Background: an optimization exercise with open tools, aiming at small area and few clock cycles. Do not read the settings as production practice. The RTL was checked by simulation tests, not by an equivalence proof against the original design. Power figures rest on the tool's default switching activity, not on a simulated workload.

Design framed_gamepad_report_mapper, start of the top module:
module framed_gamepad_report_mapper (
	input  logic               clk,
	input  logic               arst_n,
	input  logic               in_valid,
	output logic               in_stall,
	input  logic [7:0]         rx_byte,
	output logic               out_valid,
	input  logic               out_stall,
	output logic signed [15:0] stick_lx,
	output logic signed [15:0] stick_ly,
	output logic signed [15:0] stick_rx,
	output logic signed [15:0] stick_ry,
	output logic [7:0]         left_trigger,
	output logic [7:0]         right_trigger,
	output logic [15:0]        button_bits,
	output logic [3:0]         hat_dir,
	output logic [47:0]        gyro_xyz,
	output logic [47:0]        accel_xyz,
	output logic [1:0]         format_used,
	input  logic               cfg_valid,
	output logic               cfg_ready,
	input  logic [2:0]         cfg_index,
	input  logic [7:0]         cfg_data
);
	localparam logic [1:0] PH_START   = 2'd0;
	localparam logic [1:0] PH_LEN     = 2'd1;
	localparam logic [1:0] PH_PAYLOAD = 2'd2;
	localparam logic [1:0] PH_CHECK   = 2'd3;
	function automatic logic [14:0] dz_lim1(input logic [6:0] d);
		case (d)
			7'd0: dz_lim1 = 15'd0;
			7'd1: dz_lim1 = 15'd326;
			7'd2: dz_lim1 = 15'd654;
			7'd3: dz_lim1 = 15'd982;
			7'd4: dz_lim1 = 15'd1309;
  ...
Size in the first run: about 880 cells after synthesis, ~10000 um^2 of cells after synthesis.
Settings: LEC_CHECK=0, CAP_MARGIN=20, CORE_MARGIN=2, CORE_UTILIZATION=40, CTS_BUF_LIST=sky130_fd_sc_hd__clkbuf_8, CTS_CLUSTER_DIAMETER=60, CTS_CLUSTER_SIZE=16, SLEW_MARGIN=20; clock period 13.0 ns.
standard.sh (not shown) runs the stock make flow with config.mk's settings and CLKGATE_MAP_FILE= SYNTH_SCRIPT=/design/flow/synth_recipe.tcl, a recipe that flattens the netlist after the stock synthesis.
==> flow/flow/run.sh <==
#!/bin/bash
# Own flow: the standard layout (standard.sh), with the synthesis script swapped for
# flow/my_synth.tcl (same registers, area-oriented mapping of the combinational logic) and
# the port buffers made with the smallest buffer cell.
set -euo pipefail
W=$(pwd)
sed "s|SYNTH_SCRIPT=[^ ]*|SYNTH_SCRIPT=$W/flow/my_synth.tcl 'BUFFER_PORTS_ARGS=-buffer_cell sky130_fd_sc_hd__buf_1'|" standard.sh > my_standard.sh
grep -q "SYNTH_SCRIPT=$W/flow/my_synth.tcl" my_standard.sh
bash my_standard.sh synth > synth.log 2>&1
bash my_standard.sh > layout.log 2>&1
==> flow/flow/area.abc <==
strash
&get -n
&deepsyn -T 120 -S @SEED@
&put
&get -n
&dch -f
&nf -R 1000
&put
topo
stime -c
==> flow/flow/my_synth.tcl <==
# The standard synthesis (synth_recipe.tcl) with two changes that touch only the combinational
# logic: Yosys's full-adder extraction is skipped, and ABC maps with an area-oriented script
# (flow/area.abc, run with several random seeds for its &deepsyn step; the smallest result is
# kept). Registers are mapped exactly as in the standard synthesis.
set my_dir [file dirname [file normalize [info script]]]
set my_seeds {1 2 3 4}
proc synth {args} { yosys synth -nofsm -noshare {*}$args }
proc extract_fa {args} { puts "extract_fa skipped" }
proc my_area {} {
  set libargs ""
  foreach lib $::env(LIB_FILES) { append libargs "-liberty $lib " }
  set f $::env(OBJECTS_DIR)/my_abc_stat.txt
  yosys tee -q -o $f stat {*}$libargs
  set fh [open $f r]; set txt [read $fh]; close $fh
  if { [regexp {Chip area for module[^:]*:\s*([0-9.]+)} $txt -> a] } { return $a }
  return 1e12
}
proc abc {args} {
  set i [lsearch $args -script]
  set src [open [file join $::my_dir area.abc] r]; set body [read $src]; close $src
  yosys design -save my_pre_abc
  set best 1e12
  foreach seed $::my_seeds {
    yosys design -load my_pre_abc
    set scr $::env(OBJECTS_DIR)/my_area_$seed.abc
    set fh [open $scr w]; puts -nonewline $fh [string map [list @SEED@ $seed] $body]; close $fh
    set a [lreplace $args [expr {$i+1}] [expr {$i+1}] $scr]
    yosys abc {*}$a
    set area [my_area]
    puts "my_abc seed $seed area $area"
    if { $area < $best } { set best $area; yosys design -save my_best_abc }
  }
  yosys design -load my_best_abc
  puts "my_abc kept area $best"
}
source $::env(SCRIPTS_DIR)/synth.tcl
# left out here: clear keep_hierarchy, flatten, clean up, hide names made inside functions, write 1_2_yosys.v
The starting point passed the timing, DRC and antenna checks.
Testbench counts at the start, summed over its fixed seeds: cycles 40,727.
Change:
--- a/flow/design.v
+++ b/flow/design.v
@@ -125,43 +125,43 @@
 			7'd93: dz_lim1 = 15'd30472;
 			7'd94: dz_lim1 = 15'd30799;
 			7'd95: dz_lim1 = 15'd31127;
 			7'd96: dz_lim1 = 15'd31455;
 			7'd97: dz_lim1 = 15'd31782;
 			7'd98: dz_lim1 = 15'd32110;
 			7'd99: dz_lim1 = 15'd32438;
 			7'd100: dz_lim1 = 15'd32766;
-			7'd101: dz_lim1 = 15'd325;
-			7'd102: dz_lim1 = 15'd653;
-			7'd103: dz_lim1 = 15'd981;
-			7'd104: dz_lim1 = 15'd1308;
-			7'd105: dz_lim1 = 15'd1636;
-			7'd106: dz_lim1 = 15'd1964;
-			7'd107: dz_lim1 = 15'd2291;
-			7'd108: dz_lim1 = 15'd2619;
-			7'd109: dz_lim1 = 15'd2947;
-			7'd110: dz_lim1 = 15'd3274;
-			7'd111: dz_lim1 = 15'd3602;
-			7'd112: dz_lim1 = 15'd3930;
-			7'd113: dz_lim1 = 15'd4257;
-			7'd114: dz_lim1 = 15'd4585;
-			7'd115: dz_lim1 = 15'd4913;
-			7'd116: dz_lim1 = 15'd5240;
-			7'd117: dz_lim1 = 15'd5568;
-			7'd118: dz_lim1 = 15'd5896;
-			7'd119: dz_lim1 = 15'd6223;
-			7'd120: dz_lim1 = 15'd6551;
-			7'd121: dz_lim1 = 15'd6879;
-			7'd122: dz_lim1 = 15'd7206;
-			7'd123: dz_lim1 = 15'd7534;
-			7'd124: dz_lim1 = 15'd7862;
-			7'd125: dz_lim1 = 15'd8189;
-			7'd126: dz_lim1 = 15'd8517;
-			7'd127: dz_lim1 = 15'd8845;
+			7'd101: dz_lim1 = 15'd0;
+			7'd102: dz_lim1 = 15'd0;
+			7'd103: dz_lim1 = 15'd0;
+			7'd104: dz_lim1 = 15'd0;
+			7'd105: dz_lim1 = 15'd0;
+			7'd106: dz_lim1 = 15'd0;
+			7'd107: dz_lim1 = 15'd0;
+			7'd108: dz_lim1 = 15'd0;
+			7'd109: dz_lim1 = 15'd0;
+			7'd110: dz_lim1 = 15'd0;
+			7'd111: dz_lim1 = 15'd0;
+			7'd112: dz_lim1 = 15'd0;
+			7'd113: dz_lim1 = 15'd0;
+			7'd114: dz_lim1 = 15'd0;
+			7'd115: dz_lim1 = 15'd0;
+			7'd116: dz_lim1 = 15'd0;
+			7'd117: dz_lim1 = 15'd0;
+			7'd118: dz_lim1 = 15'd0;
+			7'd119: dz_lim1 = 15'd0;
+			7'd120: dz_lim1 = 15'd0;
+			7'd121: dz_lim1 = 15'd0;
+			7'd122: dz_lim1 = 15'd0;
+			7'd123: dz_lim1 = 15'd0;
+			7'd124: dz_lim1 = 15'd0;
+			7'd125: dz_lim1 = 15'd0;
+			7'd126: dz_lim1 = 15'd0;
+			7'd127: dz_lim1 = 15'd0;
 		endcase
 	endfunction
 	function automatic logic [15:0] shape(input logic [15:0] v, input logic [14:0] lim1,
 			input logic all, input logic flip, input logic pack);
 		logic [14:0] x;
 		logic [15:0] s;
 		logic        inz;
 		logic [15:0] w;
@@ -236,17 +236,17 @@
 		if (shift)
 			sr_q <= {rx_byte, sr_q[191:8]};
 		else if (rot)
 			sr_q[63:0] <= {shb, sha, sr_q[63:32]};
 	end
 	assign rot  = good | rot2_q;
 	assign sk   = dz_lim1(dz_sel);
 	assign dz_sel = rot2_q ? dz_r_q : dz_l_q;
-	assign sall   = (dz_sel > 7'd100);
+	assign sall   = &dz_sel;   
 	assign sfa  = rot2_q ? flip_rx_q : flip_lx_q;
 	assign sfb  = rot2_q ? flip_ry_q : flip_ly_q;
 	assign sha  = shape(sr_q[15:0], sk, sall, sfa, pack);
 	assign shb  = shape(sr_q[31:16], sk, sall, sfb, pack);
 	assign dz_new = (cfg_data > 8'd100) ? 7'd127 : cfg_data[6:0];
 	always_ff @(posedge clk or negedge arst_n) begin
 		if (!arst_n) begin
 			dz_l_q    <= 7'd5;
Design area grows by a few percent.
Worst setup slack loses 1.3 ns.
Cell count grows by a few percent.
Power grows by a quarter to a third.
Global-route usage grows by 1.2 points.
Hold slack gains 0.0087 ns.
Fmax shrinks by about a fifth.
Critical path depth grows by 10.
Testbench counts after the change, summed over its fixed seeds: cycles 40,727.

## what the ideal ports hide
No port has a modelled driver above. Below, the same layouts with a new extraction and two added sets of constraints.
Step 1 assumes that a clkbuf_16 drives the clock port and a buf_2 every other input.
Step 2 moves the port delays by t, midway between the first and last clock arrival at a register: inputs arrive t later, outputs are due t later. That takes back most of the time a late clock gives input paths.
a / b / c = no drivers / after step 1 / after step 2; a / b = the first two.
| run | t, ns | slack for setup (ns) | worst setup path after step 2 | slew at the worst register clock pin (ns) |
|---|---|---|---|---|
| the first run | 0.589 | 6.227 / 6.227 / 6.227 | register to register | 0.11 / 0.11 |
| the second run | 0.573 | 4.933 / 4.933 / 4.933 | register to register | 0.10 / 0.10 |
After both steps setup and hold are still met in every run listed.
